Background: an optimization exercise with open tools, aiming at a short achievable clock period and few clock cycles per item. Do not read the settings as production practice. Where RTL was checked, it was by simulation tests only, not by an equivalence proof against the original. Function not checked in run 6: the RTL went through the layout flow alone. The flow treats the clock pin as an ideal source, which a real chip does not have. Power and IR drop assume default switching activity.

==> design/flow/design.v <==
package scatter_cfg_pkg;
  localparam int APB_ADDR_W = 12;
  localparam int APB_DATA_W = 32;
  typedef logic [APB_ADDR_W-1:0] apb_addr_t;
  typedef logic [APB_DATA_W-1:0] apb_data_t;
  typedef logic [31:0] count_t;
  localparam apb_addr_t REG_CTRL         = 12'h000;
  localparam apb_addr_t REG_USE_CONN     = 12'h010;
  localparam apb_addr_t REG_PKG_BYTES    = 12'h014;
  localparam apb_addr_t REG_PKG_NUM      = 12'h018;
  localparam apb_addr_t REG_BASE_SESSION = 12'h01C;
  localparam apb_addr_t REG_TX_BYTES     = 12'h020;   
  localparam apb_addr_t REG_TX_PKTS      = 12'h024;   
  localparam apb_addr_t REG_STALL_CYCLES = 12'h028;   
  localparam int CTRL_START_BIT = 0;
  localparam int CTRL_DONE_BIT  = 1;
  localparam int CTRL_IDLE_BIT  = 2;
endpackage
package scatter_stream_pkg;
  localparam int DATA_W     = 64;
  localparam int KEEP_W     = DATA_W / 8;
  localparam int FIFO_DEPTH = 4;
  localparam int META_W     = 32;                   
  localparam int WORD_W     = DATA_W + KEEP_W + 1;  
  typedef logic [15:0] session_t;
  typedef logic [15:0] len_t;
  typedef struct packed {
    session_t session;
    len_t     length;   
  } tx_meta_t;
  typedef struct packed {
    logic [DATA_W-1:0] data;
    logic [KEEP_W-1:0] keep;   
    logic              last;
  } tx_word_t;
endpackage
module scatter_ctrl_regs (
  input  logic                                   ap_clk,
  input  logic                                   ap_rst_n,
  input  logic [scatter_cfg_pkg::APB_ADDR_W-1:0] paddr,
  input  logic                                   psel,
  input  logic                                   penable,
  input  logic                                   pwrite,
  input  logic [scatter_cfg_pkg::APB_DATA_W-1:0] pwdata,
  output logic [scatter_cfg_pkg::APB_DATA_W-1:0] prdata,
  output logic                                   run_start,
  output scatter_cfg_pkg::count_t                run_use_conn,
  output scatter_cfg_pkg::count_t                run_pkg_bytes,
  output scatter_cfg_pkg::count_t                run_pkg_num,
  output scatter_stream_pkg::session_t           run_base_session,
  input  logic                                   run_done,
  input  scatter_cfg_pkg::count_t                run_tx_bytes,
  input  scatter_cfg_pkg::count_t                run_tx_pkts,
  input  scatter_cfg_pkg::count_t                run_stall_cycles
);
  scatter_cfg_pkg::count_t       use_conn_q;
  scatter_cfg_pkg::count_t       pkg_bytes_q;
  scatter_cfg_pkg::count_t       pkg_num_q;
  scatter_stream_pkg::session_t  base_session_q;
  logic                          cfg_ok_q;
  logic                          busy;
  logic                          done_q;
  logic                          setup;
  logic                          wsetup;
  logic                          addr_ok;
  logic                          wr_conn_q;
  logic                          wr_bytes_q;
  logic                          wr_num_q;
  logic                          wr_base_q;
  logic                          wr_start_q;
  scatter_cfg_pkg::apb_data_t    rd_mux;
  scatter_cfg_pkg::apb_data_t    prdata_q;
  assign setup  = psel & ~penable;
  assign wsetup = setup & pwrite;
  always_ff @(posedge ap_clk) begin
    wr_conn_q  <= wsetup && (paddr == scatter_cfg_pkg::REG_USE_CONN);
    wr_bytes_q <= wsetup && (paddr == scatter_cfg_pkg::REG_PKG_BYTES);
    wr_num_q   <= wsetup && (paddr == scatter_cfg_pkg::REG_PKG_NUM);
    wr_base_q  <= wsetup && (paddr == scatter_cfg_pkg::REG_BASE_SESSION);
    wr_start_q <= ap_rst_n && wsetup && (paddr == scatter_cfg_pkg::REG_CTRL) && pwdata[scatter_cfg_pkg::CTRL_START_BIT];
  end
  always_ff @(posedge ap_clk) begin
    cfg_ok_q <= ap_rst_n && (use_conn_q != '0) && (pkg_bytes_q != '0) && (pkg_num_q != '0);
  end
  assign run_start = wr_start_q && cfg_ok_q && !busy;
  always_ff @(posedge ap_clk) begin
    if (!ap_rst_n) begin
      use_conn_q     <= '0;
      pkg_bytes_q    <= '0;
      pkg_num_q      <= '0;
      base_session_q <= '0;
    end else if (!busy) begin
      if (wr_conn_q)  use_conn_q  <= pwdata;
      if (wr_bytes_q) pkg_bytes_q <= pwdata;
      if (wr_num_q)   pkg_num_q   <= pwdata;
      if (wr_base_q) base_session_q <= scatter_stream_pkg::session_t'(pwdata);
    end
  end
  always_ff @(posedge ap_clk) begin
    if (!ap_rst_n) begin
      busy   <= 1'b0;
      done_q <= 1'b0;
    end else if (run_start) begin
      busy   <= 1'b1;
      done_q <= 1'b0;
    end else if (busy && run_done) begin
      busy   <= 1'b0;
      done_q <= 1'b1;   
    end
  end
  assign run_use_conn     = use_conn_q;
  assign run_pkg_bytes    = pkg_bytes_q;
  assign run_pkg_num      = pkg_num_q;
  assign run_base_session = base_session_q;
  assign addr_ok = (paddr[11:6] == '0) && (paddr[1:0] == 2'b00);
  always_comb begin
    case (paddr[5:2])
      4'h0:    rd_mux = {29'd0, ~busy, done_q, 1'b0};
      4'h4:    rd_mux = use_conn_q;
      4'h5:    rd_mux = pkg_bytes_q;
      4'h6:    rd_mux = pkg_num_q;
      4'h7:    rd_mux = scatter_cfg_pkg::apb_data_t'(base_session_q);
      4'h8:    rd_mux = run_tx_bytes;
      4'h9:    rd_mux = run_tx_pkts;
      4'hA:    rd_mux = run_stall_cycles;
      default: rd_mux = '0;
    endcase
  end
  always_ff @(posedge ap_clk) begin
    if (!addr_ok)       prdata_q <= '0;
    else if (!ap_rst_n) prdata_q <= (paddr[5:2] == 4'h0) ? 32'h4 : 32'h0;
    else                prdata_q <= rd_mux;
  end
  assign prdata = prdata_q;
endmodule
module scatter_tx_gen (
  input  logic                         ap_clk,
  input  logic                         ap_rst_n,
  input  logic                         run_start,
  input  scatter_cfg_pkg::count_t      run_use_conn,
  input  scatter_cfg_pkg::count_t      run_pkg_bytes,
  input  scatter_cfg_pkg::count_t      run_pkg_num,
  input  scatter_stream_pkg::session_t run_base_session,
  output logic                         meta_valid,
  input  logic                         meta_ready,
  output scatter_stream_pkg::tx_meta_t meta_data,
  output logic                         meta_final,
  output logic                         word_valid,
  input  logic                         word_ready,
  output scatter_stream_pkg::tx_word_t word_data,
  output logic                         word_final,
  output logic [3:0]                   word_bytes
);
  logic [28:0]                           wm2_q;        
  logic                                  w1_q;         
  logic [scatter_stream_pkg::KEEP_W-1:0] tail_keep_q;  
  logic [3:0]                            tail_cnt_q;   
  scatter_cfg_pkg::count_t               nm2_q;        
  logic                                  n1_q;         
  scatter_cfg_pkg::count_t               cm2_q;        
  logic                                  c1_q;         
  always_ff @(posedge ap_clk) begin
    wm2_q       <= 29'((run_pkg_bytes - 32'd9) >> 3);
    w1_q        <= (run_pkg_bytes[31:4] == '0) && (!run_pkg_bytes[3] || run_pkg_bytes[2:0] == 3'd0);
    tail_keep_q <= (run_pkg_bytes[2:0] == 3'd0) ? {scatter_stream_pkg::KEEP_W{1'b1}}
                                                : ~({scatter_stream_pkg::KEEP_W{1'b1}} << run_pkg_bytes[2:0]);
    tail_cnt_q  <= (run_pkg_bytes[2:0] == 3'd0) ? 4'd8 : {1'b0, run_pkg_bytes[2:0]};
    nm2_q       <= run_pkg_num - 32'd2;
    n1_q        <= (run_pkg_num == 32'd1);
    cm2_q       <= run_use_conn - 32'd2;
    c1_q        <= (run_use_conn == 32'd1);
  end
  logic                         d_valid;
  logic [28:0]                  d_word;
  scatter_cfg_pkg::count_t      d_pkt;
  scatter_cfg_pkg::count_t      d_conn;
  logic                         d_cwrap;     
  scatter_stream_pkg::session_t d_sess;
  logic                         d_last;      
  logic                         d_lastpkt;   
  logic                         d_take;
  assign d_take = d_valid & word_ready;
  always_ff @(posedge ap_clk) begin
    if (!ap_rst_n) begin
      d_valid <= 1'b0;
    end else if (run_start) begin
      d_valid <= 1'b1;
    end else if (d_take && d_last && d_lastpkt) begin
      d_valid <= 1'b0;
    end
  end
  always_ff @(posedge ap_clk) begin
    if (run_start) begin
      d_word    <= '0;
      d_pkt     <= '0;
      d_conn    <= '0;
      d_cwrap   <= c1_q;
      d_sess    <= run_base_session;
      d_last    <= w1_q;
      d_lastpkt <= n1_q;
    end else if (d_take) begin
      if (d_last) begin
        d_word    <= '0;
        d_pkt     <= d_pkt + 32'd1;
        d_last    <= w1_q;
        d_lastpkt <= (d_pkt == nm2_q);
        d_conn    <= d_cwrap ? '0 : d_conn + 32'd1;
        d_cwrap   <= d_cwrap ? c1_q : (d_conn == cm2_q);
        d_sess    <= d_cwrap ? run_base_session : d_sess + 16'd1;
      end else begin
        d_word    <= d_word + 29'd1;
        d_last    <= (d_word == wm2_q);
      end
    end
  end
  assign word_valid      = d_valid;
  assign word_data.data  = {d_sess, d_pkt[15:0], 3'b000, d_word};
  assign word_data.keep  = d_last ? tail_keep_q : {scatter_stream_pkg::KEEP_W{1'b1}};
  assign word_data.last  = d_last;
  assign word_final      = d_last & d_lastpkt;
  assign word_bytes      = d_last ? tail_cnt_q : 4'd8;
  logic                         m_valid;
  scatter_cfg_pkg::count_t      m_pkt;
  scatter_cfg_pkg::count_t      m_conn;
  logic                         m_cwrap;
  scatter_stream_pkg::session_t m_sess;
  logic                         m_lastpkt;
  logic                         m_take;
  assign m_take = m_valid & meta_ready;
  always_ff @(posedge ap_clk) begin
    if (!ap_rst_n) begin
      m_valid <= 1'b0;
    end else if (run_start) begin
      m_valid <= 1'b1;
    end else if (m_take && m_lastpkt) begin
      m_valid <= 1'b0;
    end
  end
  always_ff @(posedge ap_clk) begin
    if (run_start) begin
      m_pkt     <= '0;
      m_conn    <= '0;
      m_cwrap   <= c1_q;
      m_sess    <= run_base_session;
      m_lastpkt <= n1_q;
    end else if (m_take) begin
      m_pkt     <= m_pkt + 32'd1;
      m_lastpkt <= (m_pkt == nm2_q);
      m_conn    <= m_cwrap ? '0 : m_conn + 32'd1;
      m_cwrap   <= m_cwrap ? c1_q : (m_conn == cm2_q);
      m_sess    <= m_cwrap ? run_base_session : m_sess + 16'd1;
    end
  end
  assign meta_valid = m_valid;
  assign meta_data  = {m_sess, scatter_stream_pkg::len_t'(run_pkg_bytes)};
  assign meta_final = m_lastpkt;
endmodule
module stream_fifo #(
  parameter int WIDTH = 1
) (
  input  logic             ap_clk,
  input  logic             ap_rst_n,
  input  logic             in_valid,
  output logic             in_ready,
  input  logic [WIDTH-1:0] in_data,
  output logic             out_valid,
  input  logic             out_ready,
  output logic [WIDTH-1:0] out_data
);
  logic             o_valid;
  logic [WIDTH-1:0] o_data;
  logic [WIDTH-1:0] h_data;
  logic             s_valid;
  logic [WIDTH-1:0] s_data;
  logic             o_hold;
  logic [WIDTH-1:0] next_data;
  assign o_hold    = o_valid & ~out_ready;
  assign in_ready  = ~s_valid;
  assign out_valid = o_valid;
  assign out_data  = o_data;
  assign next_data = s_valid ? s_data : in_data;
  always_ff @(posedge ap_clk) begin
    if (!ap_rst_n) begin
      o_valid <= 1'b0;
      s_valid <= 1'b0;
    end else begin
      o_valid <= o_hold | s_valid | in_valid;
      s_valid <= o_hold & (s_valid | in_valid);
    end
  end
  always_ff @(posedge ap_clk) begin
    if (!s_valid) s_data <= in_data;
  end
  always_ff @(posedge ap_clk) begin
    if (!o_hold) h_data <= next_data;
  end
  always_ff @(posedge ap_clk) begin
    o_data <= o_hold ? h_data : ((s_valid | in_valid) ? next_data : '0);
  end
endmodule
module scatter_tx_stats (
  input  logic                    ap_clk,
  input  logic                    ap_rst_n,
  input  logic                    run_start,
  output logic                    run_done,
  output scatter_cfg_pkg::count_t run_tx_bytes,
  output scatter_cfg_pkg::count_t run_tx_pkts,
  output scatter_cfg_pkg::count_t run_stall_cycles,
  input  logic                    word_take,
  input  logic                    word_last,
  input  logic [3:0]              word_bytes,
  input  logic                    tx_meta_valid,
  input  logic                    tx_meta_ready,
  input  logic                    tx_meta_final,
  input  logic                    tx_data_valid,
  input  logic                    tx_data_ready,
  input  logic                    tx_data_final
);
  logic stall_q;
  logic data_done_q;
  logic meta_done_q;
  logic data_end;
  logic meta_end;
  assign data_end = data_done_q | (tx_data_valid & tx_data_ready & tx_data_final);
  assign meta_end = meta_done_q | (tx_meta_valid & tx_meta_ready & tx_meta_final);
  assign run_done = data_end & meta_end;
  always_ff @(posedge ap_clk) begin
    if (!ap_rst_n) begin
      stall_q <= 1'b0;
    end else begin
      stall_q <= tx_data_valid & ~tx_data_ready;   
    end
  end
  always_ff @(posedge ap_clk) begin
    if (!ap_rst_n || run_start) begin
      run_tx_bytes     <= '0;
      run_tx_pkts      <= '0;
      run_stall_cycles <= '0;
      data_done_q      <= 1'b0;
      meta_done_q      <= 1'b0;
    end else begin
      data_done_q <= data_end;
      meta_done_q <= meta_end;
      if (word_take) run_tx_bytes <= run_tx_bytes + scatter_cfg_pkg::count_t'(word_bytes);
      if (word_take && word_last) run_tx_pkts <= run_tx_pkts + 32'd1;
      if (stall_q) run_stall_cycles <= run_stall_cycles + 32'd1;
    end
  end
endmodule
module scatter_top (
  input  logic                                             ap_clk,
  input  logic                                             ap_rst_n,
  input  logic [scatter_cfg_pkg::APB_ADDR_W-1:0]           paddr,
  input  logic                                             psel,
  input  logic                                             penable,
  input  logic                                             pwrite,
  input  logic [scatter_cfg_pkg::APB_DATA_W-1:0]           pwdata,
  output logic [scatter_cfg_pkg::APB_DATA_W-1:0]           prdata,
  output logic                                             tx_meta_valid,
  input  logic                                             tx_meta_ready,
  output logic [scatter_stream_pkg::META_W-1:0] tx_meta_data,
  output logic                                             tx_data_valid,
  input  logic                                             tx_data_ready,
  output logic [scatter_stream_pkg::DATA_W-1:0]            tx_data_data,
  output logic [scatter_stream_pkg::KEEP_W-1:0]            tx_data_keep,
  output logic                                             tx_data_last
);
  logic     gen_meta_valid;
  logic     gen_meta_ready;
  scatter_stream_pkg::tx_meta_t gen_meta_data;
  logic     gen_meta_final;
  logic     gen_word_valid;
  logic     gen_word_ready;
  scatter_stream_pkg::tx_word_t gen_word_data;
  logic     gen_word_final;
  logic [3:0] gen_word_bytes;
  scatter_stream_pkg::tx_meta_t buf_meta_data;
  logic     buf_meta_final;
  scatter_stream_pkg::tx_word_t buf_word_data;
  logic     buf_word_final;
  logic                    run_start;
  scatter_cfg_pkg::count_t run_use_conn;
  scatter_cfg_pkg::count_t run_pkg_bytes;
  scatter_cfg_pkg::count_t run_pkg_num;
  scatter_stream_pkg::session_t                run_base_session;
  logic                    run_done;
  scatter_cfg_pkg::count_t run_tx_bytes;
  scatter_cfg_pkg::count_t run_tx_pkts;
  scatter_cfg_pkg::count_t run_stall_cycles;
  scatter_ctrl_regs u_ctrl_regs (
    .ap_clk, .ap_rst_n, .paddr, .psel, .penable, .pwrite, .pwdata, .prdata,
    .run_start, .run_use_conn, .run_pkg_bytes, .run_pkg_num, .run_base_session,
    .run_done, .run_tx_bytes, .run_tx_pkts, .run_stall_cycles
  );
  scatter_tx_gen u_tx_gen (
    .ap_clk, .ap_rst_n,
    .run_start, .run_use_conn, .run_pkg_bytes, .run_pkg_num, .run_base_session,
    .meta_valid (gen_meta_valid),
    .meta_ready (gen_meta_ready),
    .meta_data  (gen_meta_data),
    .meta_final (gen_meta_final),
    .word_valid (gen_word_valid),
    .word_ready (gen_word_ready),
    .word_data  (gen_word_data),
    .word_final (gen_word_final),
    .word_bytes (gen_word_bytes)
  );
  stream_fifo #(.WIDTH(scatter_stream_pkg::META_W + 1)) u_meta_fifo (
    .ap_clk, .ap_rst_n,
    .in_valid  (gen_meta_valid),
    .in_ready  (gen_meta_ready),
    .in_data   ({gen_meta_data, gen_meta_final}),
    .out_valid (tx_meta_valid),
    .out_ready (tx_meta_ready),
    .out_data  ({buf_meta_data, buf_meta_final})
  );
  stream_fifo #(.WIDTH(scatter_stream_pkg::WORD_W + 1)) u_data_fifo (
    .ap_clk, .ap_rst_n,
    .in_valid  (gen_word_valid),
    .in_ready  (gen_word_ready),
    .in_data   ({gen_word_data, gen_word_final}),
    .out_valid (tx_data_valid),
    .out_ready (tx_data_ready),
    .out_data  ({buf_word_data, buf_word_final})
  );
  assign tx_meta_data = buf_meta_data;
  assign tx_data_data = buf_word_data.data;
  assign tx_data_keep = buf_word_data.keep;
  assign tx_data_last = buf_word_data.last;
  scatter_tx_stats u_tx_stats (
    .ap_clk, .ap_rst_n,
    .run_start,
    .run_done, .run_tx_bytes, .run_tx_pkts, .run_stall_cycles,
    .word_take     (gen_word_valid & gen_word_ready),
    .word_last     (gen_word_data.last),
    .word_bytes    (gen_word_bytes),
    .tx_meta_valid, .tx_meta_ready,
    .tx_meta_final (buf_meta_final),
    .tx_data_valid, .tx_data_ready,
    .tx_data_final (buf_word_final)
  );
endmodule
==> design/flow/flow/run.sh <==
#!/bin/bash
set -euo pipefail
M=SETUP_SLACK_MARGIN=6.5
bash standard.sh $M cts > standard_cts.log 2>&1
R=$(ls -d orfs/results/*/scatter_top/base)
RESULTS_DIR=$R openroad -no_init -exit flow/clk_root.tcl > clk_root.log 2>&1
bash standard.sh $M finish > standard_finish.log 2>&1
==> design/flow/flow/clk_root.tcl <==
set results $::env(RESULTS_DIR)
read_db $results/4_cts.odb
set block [ord::get_db_block]
set clk_net [$block findNet ap_clk]
set roots {}
foreach it [$clk_net getITerms] {
  if {[$it isInputSignal]} { lappend roots [$it getInst] }
}
puts "clock port loads: [llength $roots]"
if {[llength $roots] != 1} {
  puts "clock port does not feed a single root buffer; layout left as it is"
  exit 0
}
set root [lindex $roots 0]
set master [[$root getMaster] getName]
puts "root [$root getName] ($master)"
if {![string match "sky130_fd_sc_hd__clkbuf_*" $master]} {
  puts "root is not a clock buffer; layout left as it is"
  exit 0
}
set out_net ""
foreach it [$root getITerms] {
  if {[$it isOutputSignal]} { set out_net [$it getNet] }
}
set loads {}
foreach it [$out_net getITerms] {
  if {[$it isInputSignal]} { lappend loads $it }
}
puts "root buffer loads: [llength $loads]"
if {[llength $loads] > 4 || [llength [$out_net getBTerms]] > 0} {
  puts "root buffer feeds more than four pins; layout left as it is"
  exit 0
}
foreach it $loads {
  puts "  [[$it getInst] getName]/[[$it getMTerm] getName]"
  $it disconnect
  $it connect $clk_net
}
odb::dbInst_destroy $root
odb::dbNet_destroy $out_net
write_db $results/4_cts.odb
puts "root buffer removed"
==> design/flow/standard.sh <==
#!/bin/bash
# synth_recipe.tcl (not shown) runs the flow's synth.tcl, then flattens the netlist and writes it again
# the make line also repeats each setting of config.mk as NAME=value (left out here)
make -C /OpenROAD-flow-scripts/flow DESIGN_CONFIG=/design/flow/config.mk WORK_HOME=/design/flow/orfs CLKGATE_MAP_FILE= SYNTH_SCRIPT=/design/flow/synth_recipe.tcl "${@:-finish}"
==> design/flow/config.mk <==
export PLATFORM = sky130hd
export DESIGN_NAME = scatter_top
export DESIGN_NICKNAME = scatter_top
export VERILOG_FILES = /design/flow/design.v
export SDC_FILE = /design/flow/constraint.sdc
export NUM_CORES = 4
export LEC_CHECK = 0
export ABC_CLOCK_PERIOD_IN_PS = 2500
export CAP_MARGIN = 20
export CORE_MARGIN = 2
export CORE_UTILIZATION = 40
export CTS_CLUSTER_DIAMETER = 80
export CTS_CLUSTER_SIZE = 20
export SETUP_SLACK_MARGIN = 5
export SLEW_MARGIN = 20
==> design/flow/constraint.sdc <==
create_clock -name core_clock -period 8.0 [get_ports {ap_clk}]
set_input_delay 1.6000 -clock core_clock [delete_from_list [all_inputs] [get_ports {ap_clk}]]
set_output_delay 1.6000 -clock core_clock [all_outputs]
set_load 0.01 [all_outputs]
==> flow_summary.toml, run 1 <==
[finish]
drive_gt1_frac = 0.399
area_growth_pct = 45.2
most-common-layout-cells = "dfxtp_1 (473), nand2_1 (367), xor2_1 (283), buf_6 (283), nor2_1 (216)"
fillers = 6831
fin_cells = 5273
nNetsFinal = 4148
final_common_cell = "dfxtp_1"

[route]
wl_met2_um = 58000
final_antenna_net_count = 0
drc = 0
drtPass1Iterations = 7
met1_length_um = 54400
drtIter0Drc = 3239
wl_per_cell_um = 24.9
viasPerCell = 5.72
vias = 30184
routed.top_layer = "met5"
wirelength_um = 131000
wl_met3_um = 12200

[setup_path]
critPathRequiredTime_ns = 6.40
crit_path_end_kind = "output pin"
path_class = "reg -> out"
worstSetupStartpointType = "flip-flop"
r2r-end = "u_tx_stats.run_tx_bytes[15]"
r2r_cells = 12
max_stage_delay_ns = 0.39
cp_cell_sequence = "buf_6"
cp_top_family = "flip-flops"
r2r-start = "u_tx_gen.d_last"
critPathBufInv = 1
worstPathArrival_ns = 0.97
r2r_slack_ns = 5.46
crit_path_max_fanout = 1
cp_slowest_cell = "dfxtp_2"

[global_route]
antenna_found_initial = 3
grt_overflow_total = 0
grt_max_degree = 38
grt_usage = 0.270
grt_pass1_wl_um = 185000
grt_pass1_vias = 28012

[clock_network]
cts_hold_repair.buffers = 0
cts_made_buffers = 53
h-tree-depth = 2
clkSinkCount = 880
cts_tree = "built"
clockBufferDepth = 3
clkTransAtPathRegs_ns = 0.09
cts_root_buf = "clkbuf_16"
insertion_delay_ns = 0.48

[die]
pin_count = 190
rows = 108
die_y_um = 301
fp.dieW_um = 301
dieArea_mm2 = 0.0907
start_util = 0.405
core-area_mm2 = 0.0872

[place]
hpwlAfterDp_um = 73700
io_buffers = 189
gp_congestion = 0.909
placedCellCount = 4683

[status]
status = "timing/DRC/antenna clean"

[worst_hold_path]
min_delay_worst_endpoint = "u_data_fifo.o_data[39]"
min-delay-start = "u_data_fifo.h_data[39]"
hold_class = "reg -> reg"
worstHoldPathCells = 2

[synthesis]
synth_largest_area_cell = "dfxtp_1"
yosysWarnings = 5
synth.distinct_cells = 62
synth_nets = 3570
synth_area_mm2 = 0.0353
seq_area_frac_synth = 0.540
yosys_register_bits = 880
async_reset_ff_frac = 0
synth_top_cell_area_share = 0.417
yosys_most_used_dff = "dfxtp_1"
syn_area_per_cell_um2 = 10.1
synth-edff-count = 144
synthTopCellsByArea = "dfxtp_1 (42%), edfxtp_1 (12%), xor2_1 (7.2%), nand2_1 (4.5%), xnor2_1 (4.2%)"
synthCells = 3503

[power_and_ir_drop]
ir_worst_vdd_mv = 0.179
p_leak_nw = 19.6
power.density_mw_per_mm2 = 146

[timing]
finalMaxSlewViolations = 0
fin_crit_ns = 2.57
finalSetupViolCount = 0
tightestPinTransition_ns = 0.683
fmax_mhz = 390
finalClockSkew_ns = 0.0401
rsz0062_at_grt = "true"
slew_headroom = 0.544
finalCritPeriodShare = 0.321
finalHoldViolations = 0
final.setup.tns_ns = 0

[job]
maxCapViolCount = 0
synth_stat cells, drive strengths merged (4+ instances only):
master    n
a21boi  116
xnor2   168
edfxtp  144
nand2b   29
or2       7
and3     33
and2     25
clkbuf  177
o31ai    12
or3      44
dfxtp   736
nor4b     4
buf      18
a222oi   15
and4     31
nor2    288
nand2   428
nand4b    5
nor3     59
nand3    93
nor4     79
nand3b   11
xor2    292
o21ai    80
mux2i     5
a21oi    59
a22o    105
nand4   110
o41ai     4
inv      42
or4      21
nor3b     6
ha       15
a22oi    78
nor2b    19
a31oi    34
mux2     89
metal layers:
metal / global-route usage / up-vias
met5: 0 / -
met4: 0.122 / 2
met3: 0.0544 / 320
met2: 0.411 / 1489
met1: 0.370 / 14837
li1: - / 13536
cell families after synthesis:
logic type | Yosys count | synth area share
and+or+nand+nor | 1300 | 0.181
DFF | 880 | 0.540
AOI/OAI and AO/OA | 514 | 0.103
xor gates and xnor gates | 460 | 0.114
buffers and inverters | 237 | 0.0254
muxes | 94 | 0.0298
adders and majority gates | 17 | 0.00616
other | 1 | 0.000106
how the worst max path moves through the flow:
stage | start | to | slack (ns) | depth (start not counted)
finish | u_ctrl_regs.prdata_q[17] | prdata[17] | 5.43 | 1
floorplan | tx_data_ready | u_data_fifo.h_data[0] | 4.52 | 4
global placement | paddr[4] | u_ctrl_regs.prdata_q[2] | 3.98 | 6
CTS | u_data_fifo.o_data[69] | tx_data_data[59] | 5.22 | 1
detailed placement | paddr[4] | u_ctrl_regs.prdata_q[2] | 3.98 | 6
global route | u_tx_gen.d_last | u_tx_stats.run_tx_bytes[22] | 5.41 | 12
state kept, by name, summed over array words and instances, names as in the netlist, 33 cells and up:
register            count
u_data_fifo.h_data     74
u_data_fifo.o_data     74
u_data_fifo.s_data     74
u_meta_fifo.h_data     33
u_meta_fifo.o_data     33
u_meta_fifo.s_data     33
final cells by class:
type                            instances  area (µm²)  area share
Tap cell                             1155        1450      0.0282
Timing Repair Buffer                  680        9040       0.176
Inverter                               42         178     0.00346
Antenna cell                            2        5.00   0.0000976
Timing Repair inverter                  1        7.51    0.000146
Sequential cell                       880       19600       0.382
Clock inverter                         12         163     0.00317
Multi-Input combinational cell       2424       19500       0.379
Clock buffer                           77        1420      0.0276
timing repair:
action                     4_1_cts  5_1_grt
gates resized for setup       1580      510
setup endpoints to repair     1047      960
buffers inserted               282       94
cloned                         102       21
pin swaps                      238      218
per-stage QoR:
step | hold WS (ns) | area (µm²) | power, W | utilization | worst slack, ns
final | 0.446 | 51300 | 0.00750 | 0.588 | 5.43
after global routing | 0.475 | 51300 | 0.00770 | 0.588 | 5.41
after detailed placement | 0.427 | 39500 | 0.00471 | 0.453 | 3.98
after floorplan | 0.371 | 37400 | 0.00467 | - | 4.52
after CTS | 0.454 | 48400 | 0.00756 | 0.556 | 5.22
after global placement | 0.421 | 39500 | 0.00471 | 0.453 | 3.98
power breakdown:
group          internal (W)  switching (W)  total (W)  leakage, nW
logic             0.0000991       0.000105   0.000204         11.2
registers           0.00446      0.0000111    0.00447         7.66
clock network       0.00126        0.00157    0.00283        0.757
total               0.00582        0.00168    0.00750         19.6
Testbench counts, summed over its fixed seeds: cycles 114,480, words 113,382.
==> inputs of run 2 (changes only) <==
==> design/flow/flow/run.sh (replaced) <==
#!/bin/bash
set -euo pipefail
M="SETUP_SLACK_MARGIN=6 POST_FLOORPLAN_TCL=$PWD/flow/rmp.tcl"
bash standard.sh $M cts > standard_cts.log 2>&1
R=$(ls -d orfs/results/*/scatter_top/base)
RESULTS_DIR=$R openroad -no_init -exit flow/clk_root.tcl > clk_root.log 2>&1
bash standard.sh $M finish > standard_finish.log 2>&1
==> design/flow/flow/rmp.tcl (new file) <==
# Re-map the logic cones of the endpoints with the least slack for delay
# (the synthesis maps them for area).
set lib [lindex $::env(LIB_FILES) 0]
report_worst_slack -max
restructure -target timing -slack_threshold 5.3 -depth_threshold 3 \
  -liberty_file $lib \
  -tielo_port sky130_fd_sc_hd__conb_1/LO -tiehi_port sky130_fd_sc_hd__conb_1/HI \
  -work_dir $::env(OBJECTS_DIR)/rmp
report_worst_slack -max
==> run 2 against run 1 <==
Effect of this change:
- the flow now stops in 2_1_floorplan
- area after synthesis is the same
- synthesized cell count is the same
==> flow_summary.toml, run 2 <==
[status]
status = "aborted with a tool error"
stop_stage = "2_1_floorplan"
first-error = "[ERROR RMP-0003] Cannot open file /design/flow/orfs/objects/sky130hd/scatter_top/base/rmp/scatter_top0ord_abc_script.tcl for writing."

[synthesis]
seq_area_frac_synth = 0.540
synthCells = 3503
synth_fa_ha_area_frac = 0.00616
yosysMostFrequentCell = "dfxtp_1"
synth.distinct_cells = 62
async_reset_ff_frac = 0
muxShareOfSynthArea = 0.0298
synthTopCellsByCount = "dfxtp_1 (736), nand2_1 (428), xor2_1 (292)"
post_synth_and_or_nand_nor_area_fraction = 0.181
yosys_register_bits = 880
synth-edff-count = 144
synthTopCellsByArea = "dfxtp_1 (42%), edfxtp_1 (12%), xor2_1 (7.2%), nand2_1 (4.5%), xnor2_1 (4.2%)"
synth_largest_area_cell = "dfxtp_1"
synth_xor_area_frac = 0.114
synth_nets = 3570
synth_top_family_by_area = "simple AND/OR/NAND/NOR gates"
synth_top_cell_area_share = 0.417
yosysWarnings = 5
synth_compound_area_frac = 0.103
synth_area_mm2 = 0.0353
yosys_most_used_dff = "dfxtp_1"
syn_area_per_cell_um2 = 10.1

[die]
fp.dieW_um = 301
die_y_um = 301
start_util = 0.405
rows = 108
==> run 2: cell counts after synthesis <==
Identical to the previous run, type by type.
==> run 2: kinds of logic after synthesis <==
family | Yosys count
compound gates | 514
flops | 880
mux | 94
buf+inv | 237
other cells | 1
xor+xnor | 460
fa+ha+maj | 17
simple gates | 1300
==> inputs of run 3 (changes only) <==
==> design/flow/flow/rmp.tcl (replaced) <==
# Re-map the logic cones of the endpoints with the least slack for delay
# (the synthesis maps them for area).
file mkdir $::env(OBJECTS_DIR)/rmp
set lib [lindex $::env(LIB_FILES) 0]
report_worst_slack -max
restructure -target timing -slack_threshold 5.6 -depth_threshold 2 \
  -liberty_file $lib \
  -tielo_port sky130_fd_sc_hd__conb_1/LO -tiehi_port sky130_fd_sc_hd__conb_1/HI \
  -work_dir $::env(OBJECTS_DIR)/rmp
report_worst_slack -max
==> run 3 against run 2 <==
Effect of this change:
- the run now finishes clean
- area after synthesis did not move
- synthesized cell count is the same
==> flow_summary.toml, run 3 <==
[synthesis]
syn_area_per_cell_um2 = 10.1
synth_largest_area_cell = "dfxtp_1"
yosys_most_used_dff = "dfxtp_1"
synthTopCellsByCount = "dfxtp_1 (736), nand2_1 (428), xor2_1 (292)"
yosysWarnings = 5
synth.distinct_cells = 62
async_reset_ff_frac = 0
yosysMostFrequentCell = "dfxtp_1"
seq_area_frac_synth = 0.540
synth_top_cell_area_share = 0.417
synth_nets = 3570
synth-edff-count = 144
synthTopCellsByArea = "dfxtp_1 (42%), edfxtp_1 (12%), xor2_1 (7.2%), nand2_1 (4.5%), xnor2_1 (4.2%)"
yosys_register_bits = 880
synthCells = 3503
synth_area_mm2 = 0.0353

[global_route]
grt_use_met2 = 0.370
grt-busiest-layer = "met2"
grt_usage = 0.240
grt_use_met1 = 0.353
grt_pass1_vias = 25644
use_met3 = 0.0343
grt_overflow_total = 0
antenna_found_initial = 5
grt_pass1_wl_um = 166000
grt_max_degree = 76

[clock_network]
insertion_delay_ns = 0.46
cts_tree = "built"
clkTransAtPathRegs_ns = 0.09
h-tree-depth = 2
clkSinkCount = 880
cts_made_buffers = 52
clockBufferDepth = 3
cts_root_buf = "clkbuf_16"

[die]
fp.dieW_um = 301
start_util = 0.405
rows = 108
pin_count = 190
die_y_um = 301
core-area_mm2 = 0.0872
dieArea_mm2 = 0.0907

[power_and_ir_drop]
power.density_mw_per_mm2 = 161
p_leak_nw = 17.3
ir_worst_vdd_mv = 0.168

[timing]
finalClockSkew_ns = 0.0315
fmax_mhz = 390
finalHoldViolations = 0
finalMaxSlewViolations = 0
setup_slack_ns = 5.44
hold_ws_ns = 0.449
tightestPinTransition_ns = 0.715
finalSetupViolCount = 0
slew_headroom = 0.521
final.setup.tns_ns = 0
rsz0062_at_grt = "true"
finalCritPeriodShare = 0.321
fin_crit_ns = 2.56

[route]
drc = 0
wirelength_um = 116000
drtPass1Iterations = 11
final_antenna_net_count = 0
viasPerCell = 5.58
drtIter0Drc = 2930
wl_per_cell_um = 22.9
vias = 28195

[place]
gp_congestion = 0.925
hpwlAfterDp_um = 73100
placed_cell_area_mm2 = 0.0385
dp_worst_setup_slack_ns = 4.00
io_buffers = 189
placedCellCount = 4685

[status]
status = "timing/DRC/antenna clean"

[setup_path]
r2r_slack_ns = 5.50
crit_path_end_kind = "flip-flop"
worstPathArrival_ns = 2.96
path_class = "in -> reg"
worstSetupStartpointType = "input port"
r2r_cells = 11
crit_path_max_fanout = 6
critPathRequiredTime_ns = 8.39

[worst_hold_path]
hold_class = "reg -> reg"
worstHoldPathCells = 2

[finish]
postLayoutCellArea_mm2 = 0.0457
area_growth_pct = 29.4
fin_cells = 5052
most-common-layout-cells = "dfxtp_1 (599), nand2_1 (411), xor2_1 (292), nor2_1 (249), buf_6 (172)"
final_common_cell = "dfxtp_1"
drive_gt1_frac = 0.268
nNetsFinal = 3923
reg_top3 = "u_data_fifo.h_data (74), u_data_fifo.o_data (74), u_data_fifo.s_data (74)"

[job]
maxCapViolCount = 0
[run 3: cell counts after synthesis]
No cell type changed its count.
[run 3: logic make-up (layout without fill, tap and decap cells)]
logic type               Yosys count  in the layout  share of synthesized area
AND/OR/NAND/NOR                 1300           1319                      0.181
flip-flops                       880            880                      0.540
AO/OA/AOI/OAI                    514            514                      0.103
XOR/XNOR                         460            460                      0.114
buffers and inverters            237            608                     0.0254
multiplexers                      94             94                     0.0298
adder cells (fa/ha/maj)           17             17                    0.00616
other                              1              5                   0.000106
[run 3: power breakdown]
| group | switching (W) | leakage, nW | internal (W) |
|---|---|---|---|
| sequential | 0.00000919 | 7.59 | 0.00447 |
| combinational | 0.0000791 | 8.95 | 0.0000645 |
| clock | 0.00152 | 0.734 | 0.00124 |
[run 3: worst paths after layout]
check                                             from                           to
worst min-delay path            u_data_fifo.h_data[39]       u_data_fifo.o_data[39]
worst max-delay path                          paddr[9]        u_ctrl_regs.wr_conn_q
worst min register to register  u_data_fifo.h_data[39]       u_data_fifo.o_data[39]
worst max register to register         u_tx_gen.d_last  u_tx_stats.run_tx_bytes[31]
[run 3: worst max-delay path, cell delays in order]
cell	delay, ns
buf_6	0.09
or4_4	0.53
nor2_4	0.15
buf_12	0.15
nand4b_1	0.13
buf_6	0.17
nor2b_1	0.13
[run 3: area by class of cell]
| class | instances | area (µm²) |
|---|---|---|
| well taps | 1155 | 1450 |
| repair buffers | 473 | 5680 |
| flip-flops and latches | 880 | 19300 |
| inverters | 42 | 168 |
| multi-input cells | 2405 | 17500 |
| repair inverters | 3 | 22.5 |
| clock buffers | 79 | 1410 |
| clock inverters | 11 | 115 |
| fillers | 7572 | 41500 |
| diodes | 4 | 10.0 |
[run 3: metrics by stage]
| step | utilization | total power (W) |
|---|---|---|
| 6_report | 0.524 | 0.00738 |
| 3_3_place_gp | 0.442 | 0.00470 |
| 3_5_place_dp | 0.442 | 0.00470 |
| 5_1_grt | 0.524 | 0.00759 |
| 2_1_floorplan | - | 0.00466 |
| 4_1_cts | 0.495 | 0.00746 |
[run 3: layer usage]
metal,routed length (µm),part of all wire
met1,51600,0.45
met2,51100,0.44
met3,9690,0.084
met4,3180,0.027
met5,13,0.00011
[run 3: timing repair]
item,in CTS,in global routing
hold buffers,0,0
endpoints found under the setup margin,797,786
setup buffers,115,90
hold endpoints to repair,0,0
pin swaps,94,139
cloned,47,21
resized for setup,1097,354
==> inputs of run 4 (changes only) <==
==> design/flow/flow/run.sh (replaced) <==
#!/bin/bash
set -euo pipefail
M="SETUP_SLACK_MARGIN=6 PRE_IO_PLACEMENT_TCL=$PWD/flow/io.tcl"
bash standard.sh $M cts > standard_cts.log 2>&1
R=$(ls -d orfs/results/*/scatter_top/base)
RESULTS_DIR=$R openroad -no_init -exit flow/clk_root.tcl > clk_root.log 2>&1
bash standard.sh $M finish > standard_finish.log 2>&1
==> design/flow/flow/io.tcl (new file) <==
# Pin sides: the APB port on the left, the data stream on the right, the
# metadata stream at the bottom, so each port's pins sit by the logic
# they feed.
set apb {ap_rst_n psel penable pwrite}
for {set i 0} {$i < 12} {incr i} { lappend apb "paddr\[$i\]" }
for {set i 0} {$i < 32} {incr i} { lappend apb "pwdata\[$i\]" "prdata\[$i\]" }
set dat {tx_data_valid tx_data_ready tx_data_last}
for {set i 0} {$i < 64} {incr i} { lappend dat "tx_data_data\[$i\]" }
for {set i 0} {$i < 8} {incr i} { lappend dat "tx_data_keep\[$i\]" }
set met {tx_meta_valid tx_meta_ready ap_clk}
for {set i 0} {$i < 32} {incr i} { lappend met "tx_meta_data\[$i\]" }
set_io_pin_constraint -pin_names $apb -region left:*
set_io_pin_constraint -pin_names $dat -region right:*
set_io_pin_constraint -pin_names $met -region bottom:*
--- a/design/flow/config.mk
+++ b/design/flow/config.mk
@@ -9,7 +9,7 @@
 export CAP_MARGIN = 20
 export CORE_MARGIN = 2
 export CORE_UTILIZATION = 40
-export CTS_CLUSTER_DIAMETER = 80
-export CTS_CLUSTER_SIZE = 20
+export CTS_CLUSTER_DIAMETER = 100
+export CTS_CLUSTER_SIZE = 30
 export SETUP_SLACK_MARGIN = 5
 export SLEW_MARGIN = 20
removed: design/flow/flow/rmp.tcl
==> run 4 against run 3 <==
Effect of this change:
- still clean on timing, DRC and antenna
- clock skew grew 0.019 ns
- flip-flop and latch count unchanged
- critical path depth is the same
- via count fell by 1.7%
- clock-buffer cell count down 25
- combinational power up 6%
- synthesized cell count unchanged
- cell area shrank 1.8%
- largest cell class unchanged
- highest routed layer is now met4
==> flow_summary.toml, run 4 <==
[die]
core-area_mm2 = 0.0872
dieArea_mm2 = 0.0907
fp.dieW_um = 301
start_util = 0.405
die_y_um = 301
pin_count = 190
rows = 108

[synthesis]
synthCells = 3503
syn_area_per_cell_um2 = 10.1
synth_area_mm2 = 0.0353
post_synth_and_or_nand_nor_area_fraction = 0.181
seq_area_frac_synth = 0.540
synth_nets = 3570
synth_fa_ha_area_frac = 0.00616
synth.distinct_cells = 62
synth_top_family_by_area = "simple AND/OR/NAND/NOR gates"
synthTopCellsByCount = "dfxtp_1 (736), nand2_1 (428), xor2_1 (292)"
async_reset_ff_frac = 0
muxShareOfSynthArea = 0.0298
synth-edff-count = 144
synth_top_cell_area_share = 0.417
yosysWarnings = 5
synth_xor_area_frac = 0.114
synthTopCellsByArea = "dfxtp_1 (42%), edfxtp_1 (12%), xor2_1 (7.2%), nand2_1 (4.5%), xnor2_1 (4.2%)"
yosys_most_used_dff = "dfxtp_1"
synth_largest_area_cell = "dfxtp_1"
yosys_register_bits = 880
yosysMostFrequentCell = "dfxtp_1"
synth_compound_area_frac = 0.103

[power_and_ir_drop]
power.density_mw_per_mm2 = 156
p_leak_nw = 17.0
ir_worst_vdd_mv = 0.204

[setup_path]
r2r_slack_ns = 5.49
crit_path_end_kind = "flip-flop"
path_class = "in -> reg"
r2r-end = "u_tx_stats.run_tx_bytes[31]"
worstPathArrival_ns = 2.98
cp-endpoint = "u_ctrl_regs.prdata_q[26]"
r2r_cells = 12
worstSetupStartpointType = "input port"
r2r-start = "u_tx_gen.d_last"
crit_start = "paddr[1]"
critPathRequiredTime_ns = 8.35
crit_path_max_fanout = 8

[global_route]
grt_max_degree = 76
grt_pass1_wl_um = 161000
grt_usage = 0.233
grt_overflow_total = 0
grt_pass1_vias = 24661
antenna_found_initial = 2

[clock_network]
clkTransAtPathRegs_ns = 0.11
clkSinkCount = 880
insertion_delay_ns = 0.45
clockBufferDepth = 3
cts_root_buf = "clkbuf_16"
h-tree-depth = 2
cts_made_buffers = 37
cts_hold_repair.buffers = 0
cts_tree = "built"

[route]
drtIter0Drc = 2810
wl_per_cell_um = 23.0
final_antenna_net_count = 0
vias = 27709
drtPass1Iterations = 6
wirelength_um = 115000
viasPerCell = 5.54
drc = 0

[timing]
slew_headroom = 0.368
finalSetupViolCount = 0
final.setup.tns_ns = 0
fin_crit_ns = 2.63
finalMaxSlewViolations = 0
tightestPinTransition_ns = 0.947
finalClockSkew_ns = 0.0503
finalHoldViolations = 0
setup_slack_ns = 5.37
finalCritPeriodShare = 0.329
fmax_mhz = 380
rsz0062_at_grt = "true"

[place]
dp_worst_setup_slack_ns = 3.77
hpwlAfterDp_um = 73600
gp_congestion = 0.929
io_buffers = 189

[worst_hold_path]
hold_class = "reg -> reg"

[finish]
fillers = 7735
final_common_cell = "dfxtp_1"
nNetsFinal = 3890
drive_gt1_frac = 0.256
area_growth_pct = 27.1
reg_top3 = "u_data_fifo.h_data (74), u_data_fifo.o_data (74), u_data_fifo.s_data (74)"
most-common-layout-cells = "dfxtp_1 (589), nand2_1 (416), xor2_1 (289), nor2_1 (274), xnor2_1 (164)"

[status]
status = "timing/DRC/antenna clean"

[job]
maxCapViolCount = 0
-- run 4: cell count changes in the layout (fill, tap and decap cells not counted), moves of 12 or more --
| cell | previous run | this run |
|---|---|---|
| dfxtp_2 | 95 | 121 |
| nor2_1 | 249 | 274 |
| buf_6 | 172 | 149 |
| nor2_2 | 21 | 1 |
| buf_4 | 123 | 140 |
| dfxtp_4 | 42 | 26 |
| buf_16 | 29 | 17 |
-- run 4: repair_timing --
item / CTS / global route
endpoints found under the setup margin: 848 / 727
pin swaps: 82 / 122
buffers inserted: 102 / 89
cloned: 33 / 32
gates resized for setup: 1081 / 268
endpoints found under the hold margin: 0 / 0
-- run 4: worst min-delay path by stage --
stage	from	to	slack, ns	depth (start not counted)
after CTS	u_meta_fifo.h_data[20]	u_meta_fifo.o_data[20]	0.44	1
after global routing	u_meta_fifo.h_data[12]	u_meta_fifo.o_data[12]	0.45	1
after global placement	u_data_fifo.h_data[39]	u_data_fifo.o_data[39]	0.42	2
after floorplan	u_ctrl_regs.pkg_num_q[0]	u_tx_gen.nm2_q[0]	0.37	0
after detailed placement	u_data_fifo.h_data[39]	u_data_fifo.o_data[39]	0.42	2
final	u_meta_fifo.h_data[20]	u_meta_fifo.o_data[20]	0.44	1
-- run 4: metrics by stage --
step	total power (W)	hold slack [ns]	std cells	util	instance area (µm²)
6_report	0.00702	0.437	5005	0.515	44900
5_1_grt	0.00720	0.451	5002	0.515	44900
4_1_cts	0.00710	0.440	4882	0.487	42500
3_5_place_dp	0.00471	0.419	4684	0.442	38600
3_3_place_gp	0.00471	0.416	4684	0.442	38600
2_1_floorplan	0.00466	0.372	3503	-	36100
-- run 4: worst max-delay path, cell delays in order --
cell     delay (ns)
buf_6          0.09
or4_4          0.53
nor2_4         0.14
buf_12         0.12
nand3_4        0.14
buf_12         0.20
a31oi_1        0.16
-- run 4: final cells by class --
cell class,count,area [µm²],share of cell area
Tap cell,1155,1450,0.0322
Timing Repair Buffer,460,5390,0.120
Multi-Input combinational cell,2400,17400,0.387
Sequential cell,880,19300,0.430
Antenna cell,3,7.51,0.000167
Clock inverter,8,135,0.00301
Inverter,42,170,0.00379
Timing Repair inverter,3,22.5,0.000502
Clock buffer,54,1020,0.0228
-- run 4: report_power, final --
part / total [W] / leakage, nW / switching (W) / internal, W
sequential: 0.00449 / 7.59 / 0.00000981 / 0.00448
combinational: 0.000153 / 8.82 / 0.0000864 / 0.0000668
clock: 0.00237 / 0.552 / 0.00144 / 0.000935
total: 0.00702 / 17.0 / 0.00153 / 0.00548
-- run 4: logic make-up (layout without fill, tap and decap cells) --
family | Yosys count | in the layout
AND/OR/NAND/NOR | 1300 | 1314
other | 1 | 4
adder cells (fa/ha/maj) | 17 | 17
multiplexers | 94 | 94
buffers and inverters | 237 | 567
AO/OA/AOI/OAI | 514 | 514
XOR/XNOR | 460 | 460
flip-flops | 880 | 880
-- run 4: per-layer routing --
layer / global-route usage / share of wire / vias to the layer above
li1: - / - / 12943
met1: 0.351 / 0.45 / 13381
met2: 0.337 / 0.42 / 1224
met3: 0.0466 / 0.098 / 161
met4: 0.0564 / 0.032 / 0
met5: 0 / 0 / -
==> inputs of run 5 (changes only) <==
--- a/design/flow/config.mk
+++ b/design/flow/config.mk
@@ -8,8 +8,8 @@
 export ABC_CLOCK_PERIOD_IN_PS = 2500
 export CAP_MARGIN = 20
 export CORE_MARGIN = 2
-export CORE_UTILIZATION = 40
-export CTS_CLUSTER_DIAMETER = 100
-export CTS_CLUSTER_SIZE = 30
+export CORE_UTILIZATION = 50
+export CTS_CLUSTER_DIAMETER = 80
+export CTS_CLUSTER_SIZE = 24
 export SETUP_SLACK_MARGIN = 5
 export SLEW_MARGIN = 20
==> run 5 against run 4 <==
Effect of this change:
- still clean on timing, DRC and antenna
- area after synthesis stayed put
- total power is 2.7% higher
- utilization is 13 points higher
- first-iteration DRC count is 19% higher
- clock skew is 0.012 ns lower
- global-route usage is 7.2 points higher
- combinational power is 5% lower
- die area is 20% lower
- wire length is 6.7% higher
- worst hold slack worse by 0.011 ns
- critical path depth stayed put
- critical path type unchanged
- highest routed layer is now met5
==> flow_summary.toml, run 5 <==
[status]
status = "timing/DRC/antenna clean"

[synthesis]
syn_area_per_cell_um2 = 10.1
synthTopCellsByArea = "dfxtp_1 (42%), edfxtp_1 (12%), xor2_1 (7.2%), nand2_1 (4.5%), xnor2_1 (4.2%)"
synth_area_mm2 = 0.0353
async_reset_ff_frac = 0
seq_area_frac_synth = 0.540
synth_xor_area_frac = 0.114
synthCells = 3503
synth.distinct_cells = 62
post_synth_and_or_nand_nor_area_fraction = 0.181
yosysMostFrequentCell = "dfxtp_1"
synth-edff-count = 144
muxShareOfSynthArea = 0.0298
synth_top_cell_area_share = 0.417
synth_largest_area_cell = "dfxtp_1"
synth_compound_area_frac = 0.103
synth_top_family_by_area = "simple AND/OR/NAND/NOR gates"
synth_nets = 3570
yosys_most_used_dff = "dfxtp_1"
yosysWarnings = 5
yosys_register_bits = 880
synth_fa_ha_area_frac = 0.00616
synthTopCellsByCount = "dfxtp_1 (736), nand2_1 (428), xor2_1 (292)"

[place]
gp_congestion = 0.944
hpwlAfterDp_um = 76200
placed_cell_area_mm2 = 0.0383
io_buffers = 189
dp_worst_setup_slack_ns = 3.82
placedCellCount = 4466

[finish]
drive_gt1_frac = 0.260
postLayoutCellArea_mm2 = 0.0449
fin_cells = 4782
area_growth_pct = 27.1
final_common_cell = "dfxtp_1"
nNetsFinal = 3877
fillers = 5597
reg_top3 = "u_data_fifo.h_data (74), u_data_fifo.o_data (74), u_data_fifo.s_data (74)"
most-common-layout-cells = "dfxtp_1 (614), nand2_1 (414), xor2_1 (290), nor2_1 (269), xnor2_1 (158)"
antenna_cells = 0

[clock_network]
clkTransAtPathRegs_ns = 0.10
cts_root_buf = "clkbuf_16"
cts_tree = "built"
cts_made_buffers = 45
clockBufferDepth = 3
clkSinkCount = 880
insertion_delay_ns = 0.44
h-tree-depth = 2

[die]
pin_count = 190
rows = 97
fp.dieW_um = 270
dieArea_mm2 = 0.0728
core-area_mm2 = 0.0700
start_util = 0.504
die_y_um = 270

[power_and_ir_drop]
p_leak_nw = 17.0
total_power_w = 0.00721
ir_worst_vdd_mv = 0.156
power.density_mw_per_mm2 = 161

[setup_path]
crit_path_end_kind = "flip-flop"
worstPathArrival_ns = 3.05
critPathRequiredTime_ns = 8.39
path_class = "in -> reg"
worstSetupStartpointType = "input port"
crit_path_max_fanout = 32

[route]
final_antenna_net_count = 0
wirelength_um = 123000
vias = 28565
wl_per_cell_um = 25.6
viasPerCell = 5.97
drtPass1Iterations = 6
drc = 0
drtIter0Drc = 3347

[timing]
finalMaxSlewViolations = 0
slew_headroom = 0.342
finalHoldViolations = 0
fmax_mhz = 376
finalSetupViolCount = 0
tightestPinTransition_ns = 0.985
rsz0062_at_grt = "true"
setup_slack_ns = 5.34
fin_crit_ns = 2.66
final.setup.tns_ns = 0
finalCritPeriodShare = 0.332
finalClockSkew_ns = 0.0382

[global_route]
grt_use_met1 = 0.447
grt_use_met2 = 0.452
grt-busiest-layer = "met2"
grt_pass1_vias = 25999
antenna_found_initial = 1
use_met3 = 0.0645
grt_overflow_total = 0
grt_pass1_wl_um = 169000
grt_usage = 0.305
grt_max_degree = 76

[worst_hold_path]
hold_class = "reg -> reg"

[job]
maxCapViolCount = 0
run 5: per-layer routing:
| layer | part of all wire | vias to the layer above | routed length, µm |
|---|---|---|---|
| met2 | 0.43 | 1344 | 53200 |
| met4 | 0.036 | 2 | 4380 |
| li1 | - | 12910 | - |
| met5 | 0.000073 | - | 9 |
| met1 | 0.43 | 14082 | 53300 |
| met3 | 0.095 | 227 | 11700 |
run 5: kinds of logic (layout without fill, tap and decap cells):
family,count (synthesis),count (layout)
other cells,1,1
xor+xnor,460,460
flops,880,880
compound gates,514,514
mux,94,94
buf+inv,237,561
simple gates,1300,1315
fa+ha+maj,17,17
run 5: area by class of cell:
class,instances,area (µm²),share of cell area
sequential,880,19300,0.430
multi-input combinational,2401,17800,0.397
timing repair buffer,440,5060,0.113
clock buffer,66,1220,0.0273
tap,940,1180,0.0262
inverter,42,168,0.00374
clock inverter,12,135,0.00301
timing repair inverter,1,7.51,0.000167
run 5: through the flow:
step                 util  hold slack, ns
finish              0.641           0.427
global route        0.641           0.428
CTS                 0.602           0.450
detailed placement  0.546           0.428
global placement    0.546           0.422
floorplan               -           0.372
run 5: report_power, final:
group          internal [W]  switching, W
combinational     0.0000569     0.0000895
clock               0.00110       0.00148
sequential          0.00447    0.00000971
total               0.00563       0.00158
run 5: worst paths after layout:
path / start / end / slack [ns] / cells past startpoint
hold / removal: u_ctrl_regs.pkg_bytes_q[2] / u_tx_gen.tail_cnt_q[2] / 0.43 / 0
setup reg to reg: u_tx_stats.run_tx_bytes[5] / u_tx_stats.run_tx_bytes[31] / 5.60 / 6
setup / recovery: paddr[3] / u_ctrl_regs.prdata_q[2] / 5.34 / 7
hold reg to reg: u_ctrl_regs.pkg_bytes_q[2] / u_tx_gen.tail_cnt_q[2] / 0.43 / 0
run 5: critical path: stages:
cell and delay, ns:
buf_4 0.18, nor4bb_4 0.31, buf_6 0.33, a22o_1 0.21, a221oi_2 0.05, a21boi_0 0.23
o21a_1 0.14
run 5: repair_timing:
item                                    in CTS  in global routing
resized for setup                         1044                330
hold endpoints to repair                     0                  0
setup buffers                              114                 59
pin swaps                                   87                133
endpoints found under the setup margin     880                774
hold buffers                                 0                  0
cloned                                      27                 38
==> inputs of run 6 (changes only) <==
--- a/design/flow/design.v
+++ b/design/flow/design.v
@@ -63,26 +63,32 @@
   logic                          setup;
   logic                          wsetup;
   logic                          addr_ok;
-  logic                          wr_conn_q;
-  logic                          wr_bytes_q;
-  logic                          wr_num_q;
-  logic                          wr_base_q;
-  logic                          wr_start_q;
+  scatter_cfg_pkg::apb_addr_t    paddr_q;
+  logic                          wsetup_q;
+  logic                          start_bit_q;
+  logic                          wr_conn;
+  logic                          wr_bytes;
+  logic                          wr_num;
+  logic                          wr_base;
+  logic                          wr_start;
   scatter_cfg_pkg::apb_data_t    rd_mux;
   scatter_cfg_pkg::apb_data_t    prdata_q;
   assign setup  = psel & ~penable;
   assign wsetup = setup & pwrite;
   always_ff @(posedge ap_clk) begin
-    wr_conn_q  <= wsetup && (paddr == scatter_cfg_pkg::REG_USE_CONN);
-    wr_bytes_q <= wsetup && (paddr == scatter_cfg_pkg::REG_PKG_BYTES);
-    wr_num_q   <= wsetup && (paddr == scatter_cfg_pkg::REG_PKG_NUM);
-    wr_base_q  <= wsetup && (paddr == scatter_cfg_pkg::REG_BASE_SESSION);
-    wr_start_q <= ap_rst_n && wsetup && (paddr == scatter_cfg_pkg::REG_CTRL) && pwdata[scatter_cfg_pkg::CTRL_START_BIT];
+    paddr_q     <= paddr;
+    wsetup_q    <= wsetup;
+    start_bit_q <= ap_rst_n && pwdata[scatter_cfg_pkg::CTRL_START_BIT];
   end
+  assign wr_conn  = wsetup_q && (paddr_q == scatter_cfg_pkg::REG_USE_CONN);
+  assign wr_bytes = wsetup_q && (paddr_q == scatter_cfg_pkg::REG_PKG_BYTES);
+  assign wr_num   = wsetup_q && (paddr_q == scatter_cfg_pkg::REG_PKG_NUM);
+  assign wr_base  = wsetup_q && (paddr_q == scatter_cfg_pkg::REG_BASE_SESSION);
+  assign wr_start = wsetup_q && (paddr_q == scatter_cfg_pkg::REG_CTRL) && start_bit_q;
   always_ff @(posedge ap_clk) begin
     cfg_ok_q <= ap_rst_n && (use_conn_q != '0) && (pkg_bytes_q != '0) && (pkg_num_q != '0);
   end
-  assign run_start = wr_start_q && cfg_ok_q && !busy;
+  assign run_start = wr_start && cfg_ok_q && !busy;
   always_ff @(posedge ap_clk) begin
     if (!ap_rst_n) begin
       use_conn_q     <= '0;
@@ -90,10 +96,10 @@
       pkg_num_q      <= '0;
       base_session_q <= '0;
     end else if (!busy) begin
-      if (wr_conn_q)  use_conn_q  <= pwdata;
-      if (wr_bytes_q) pkg_bytes_q <= pwdata;
-      if (wr_num_q)   pkg_num_q   <= pwdata;
-      if (wr_base_q) base_session_q <= scatter_stream_pkg::session_t'(pwdata);
+      if (wr_conn)  use_conn_q  <= pwdata;
+      if (wr_bytes) pkg_bytes_q <= pwdata;
+      if (wr_num)   pkg_num_q   <= pwdata;
+      if (wr_base) base_session_q <= scatter_stream_pkg::session_t'(pwdata);
     end
   end
   always_ff @(posedge ap_clk) begin
==> design/flow/flow/run.sh (replaced) <==
#!/bin/bash
set -euo pipefail
M=SETUP_SLACK_MARGIN=6
bash standard.sh $M cts > standard_cts.log 2>&1
R=$(ls -d orfs/results/*/scatter_top/base)
RESULTS_DIR=$R openroad -no_init -exit flow/clk_root.tcl > clk_root.log 2>&1
bash standard.sh $M finish > standard_finish.log 2>&1
--- a/design/flow/config.mk
+++ b/design/flow/config.mk
@@ -8,8 +8,8 @@
 export ABC_CLOCK_PERIOD_IN_PS = 2500
 export CAP_MARGIN = 20
 export CORE_MARGIN = 2
-export CORE_UTILIZATION = 50
+export CORE_UTILIZATION = 40
 export CTS_CLUSTER_DIAMETER = 80
-export CTS_CLUSTER_SIZE = 24
+export CTS_CLUSTER_SIZE = 20
 export SETUP_SLACK_MARGIN = 5
 export SLEW_MARGIN = 20
removed: design/flow/flow/io.tcl
==> run 6 against run 5 <==
Effect of this change:
- still clean
- non-clock buffer count grew 87
- cell area up 6.6%
- first-iteration DRC count decreased by 9.9%
- sequential power increased by 1%
- total power grew 4.3%
- largest power group unchanged
- highest routed layer is now met4
==> flow_summary.toml, run 6 <==
[die]
start_util = 0.405
dieArea_mm2 = 0.0904
die_y_um = 301
rows = 108
pin_count = 190
fp.dieW_um = 301
core-area_mm2 = 0.0870

[synthesis]
synth_nets = 3485
yosys_most_used_dff = "dfxtp_1"
synth_area_mm2 = 0.0352
synthCells = 3418
syn_area_per_cell_um2 = 10.3
yosysWarnings = 5
synthTopCellsByArea = "dfxtp_1 (42%), edfxtp_1 (12%), xor2_1 (8.2%), nor2_1 (4.0%), xnor2_1 (3.7%)"
yosys_register_bits = 889
synth_top_cell_area_share = 0.424
synth_largest_area_cell = "dfxtp_1"
yosysMostFrequentCell = "dfxtp_1"
seq_area_frac_synth = 0.546
synth.distinct_cells = 57
synth-edff-count = 144
async_reset_ff_frac = 0
synthTopCellsByCount = "dfxtp_1 (745), nor2_1 (373), xor2_1 (329)"

[finish]
drive_gt1_frac = 0.331
reg_top3 = "u_data_fifo.h_data (74), u_data_fifo.o_data (74), u_data_fifo.s_data (74)"
fillers = 7330
most-common-layout-cells = "dfxtp_1 (595), xor2_1 (327), nor2_1 (264), nand2_1 (171), buf_6 (171)"
area_growth_pct = 35.9
postLayoutCellArea_mm2 = 0.0479
final_common_cell = "dfxtp_1"
nNetsFinal = 3891
fin_util = 0.550

[clock_network]
cts_hold_repair.buffers = 0
clkSinkCount = 889
h-tree-depth = 2
insertion_delay_ns = 0.46
cts_tree = "built"
clockBufferDepth = 3
cts_made_buffers = 53
clkTransAtPathRegs_ns = 0.09
cts_root_buf = "clkbuf_16"

[power_and_ir_drop]
total_power_w = 0.00751
ir_worst_vdd_mv = 0.177
p_seq_frac = 0.605
intPower_w = 0.00588
clock_power_share = 0.370
power_frac_comb = 0.026
power.density_mw_per_mm2 = 157
p_leak_nw = 18.2
p_sw_w = 0.00164
swShare = 0.218

[timing]
finalSetupViolCount = 0
finalHoldViolations = 0
final.setup.tns_ns = 0
finalCritPeriodShare = 0.332
rsz0062_at_grt = "true"
slew_headroom = 0.501
hold_ws_ns = 0.450
fin_crit_ns = 2.65
fmax_mhz = 377
tightestPinTransition_ns = 0.742
finalClockSkew_ns = 0.0393
finalMaxSlewViolations = 0

[route]
final_antenna_net_count = 0
vias = 28350
drtIter0Drc = 3016
viasPerCell = 5.65
wl_per_cell_um = 24.2
drc = 0
wirelength_um = 122000
drtPass1Iterations = 12

[place]
io_buffers = 189
placed_cell_area_mm2 = 0.0387
gp_congestion = 0.920
hpwlAfterDp_um = 73100

[setup_path]
crit_path_max_fanout = 7
cp_top_family = "buffers and inverters"
worstSetupStartpointType = "input port"
worstPathArrival_ns = 3.03
crit_path_end_kind = "flip-flop"
max_stage_delay_ns = 0.31
cp_slowest_cell = "maj3_2"
path_class = "in -> reg"
cp_cell_sequence = "buf_12 -> buf_8 -> maj3_2 -> o21ai_2 -> nand4_1 -> buf_6 -> buf_4 -> buf_16 -> a31oi_1"
critPathRequiredTime_ns = 8.38
critPathBufInv = 5

[global_route]
grt_max_degree = 73
grt_pass1_wl_um = 168000
grt_pass1_vias = 25775
antenna_found_initial = 1
grt_overflow_total = 0
grt_usage = 0.241

[job]
maxCapViolCount = 0

[status]
status = "timing/DRC/antenna clean"

[worst_hold_path]
hold_class = "reg -> reg"
==> run 6: power by group through the flow <==
stage	Combinational (W)	Sequential (W)	Clock (W)
after floorplan	0.0000816	0.00465	0
after global placement	0.000120	0.00466	0
after detailed placement	0.000120	0.00466	0
after CTS	0.000159	0.00455	0.00288
after global routing	0.000198	0.00455	0.00299
final	0.000192	0.00454	0.00278
==> run 6: kinds of logic after synthesis <==
| logic type | synth area share |
|---|---|
| flops | 0.546 |
| xor+xnor | 0.118 |
| buf+inv | 0.0264 |
| fa+ha+maj | 0.00618 |
| other cells | 0.000107 |
| simple gates | 0.172 |
| mux | 0.0472 |
| compound gates | 0.0832 |
==> run 6: final cells by class <==
| cell class | count | area (µm²) | share of cell area |
|---|---|---|---|
| sequential | 889 | 19500 | 0.408 |
| multi-input combinational | 2300 | 18200 | 0.380 |
| timing repair buffer | 527 | 6900 | 0.144 |
| tap | 1155 | 1450 | 0.0302 |
| clock buffer | 76 | 1390 | 0.0291 |
| inverter | 52 | 234 | 0.00489 |
| clock inverter | 15 | 159 | 0.00332 |
| timing repair inverter | 2 | 23.8 | 0.000497 |
| antenna | 2 | 5.00 | 0.000105 |
==> run 6: what timing repair did <==
item | in CTS | in global routing
endpoints found under the setup margin | 911 | 864
cloned | 48 | 53
pin swaps | 125 | 252
gates resized for setup | 1188 | 538
endpoints found under the hold margin | 0 | 0
setup buffers | 137 | 81
==> run 6: layer usage <==
layer | share of wire | up-vias | track usage
met5 | 0 | - | 0
met4 | 0.040 | 0 | 0.0774
met3 | 0.085 | 250 | 0.0324
met2 | 0.45 | 1229 | 0.374
met1 | 0.42 | 13940 | 0.348
li1 | - | 12931 | -
==> run 6: through the flow <==
| stage | setup slack, ns | std cells |
|---|---|---|
| 6_report | 5.35 | 5018 |
| 5_1_grt | 5.30 | 5017 |
| 4_1_cts | 5.24 | 4883 |
| 3_5_place_dp | 4.16 | 4606 |
| 3_3_place_gp | 4.15 | 4606 |
| 2_1_floorplan | 4.60 | 3418 |
==> run 6: final timing paths <==
kind                                        startpoint                           to  slack (ns)  depth (start not counted)
worst max register to register         u_tx_gen.d_last  u_tx_stats.run_tx_bytes[22]        5.47                         11
worst max-delay path                          paddr[2]      u_ctrl_regs.prdata_q[5]        5.35                          9
worst min-delay path            u_data_fifo.h_data[30]       u_data_fifo.o_data[30]        0.45                          1
worst min register to register  u_data_fifo.h_data[30]       u_data_fifo.o_data[30]        0.45                          1

==> static timing again, ports no longer ideal <==
Ports are ideal in the flow. The routed layouts listed here were re-timed in OpenROAD.
Step 1: set_driving_cell puts a clkbuf_16 on ap_clk and a buf_2 on each other input, an assumption about the parent block.
Step 2 also shifts input and output timing later by t, the mid clock arrival at the registers, as if the neighbouring blocks saw the same clock.
a / b / c = ideal ports / drivers / drivers and shift; a / b = the first two.
| run | t (ns) | setup slack, ns | hold WS [ns] | clock arrival spread, ns | worst data-port slew with drivers (ns) |
|---|---|---|---|---|---|
| run 1 | 0.591 | 5.433 / 5.299 / 4.957 | 0.446 / 0.446 / 0.446 | 0.040 / 0.040 | 0.32 |
| run 3 | 0.571 | 5.435 / 5.317 / 4.960 | 0.449 / 0.449 / 0.449 | 0.033 / 0.033 | 0.36 |
| run 4 | 0.550 | 5.371 / 5.297 / 4.904 | 0.437 / 0.437 / 0.437 | 0.050 / 0.051 | 0.36 |
| run 5 | 0.554 | 5.343 / 5.313 / 4.893 | 0.427 / 0.427 / 0.427 | 0.044 / 0.044 | 0.20 |
| run 6 | 0.564 | 5.345 / 5.313 / 4.838 | 0.450 / 0.450 / 0.450 | 0.040 / 0.040 | 0.17 |
After both steps setup and hold are still met in every run listed. For run 6, which loses most, drivers alone change the setup slack by -0.032 ns; drivers and shift together by -0.507 ns.
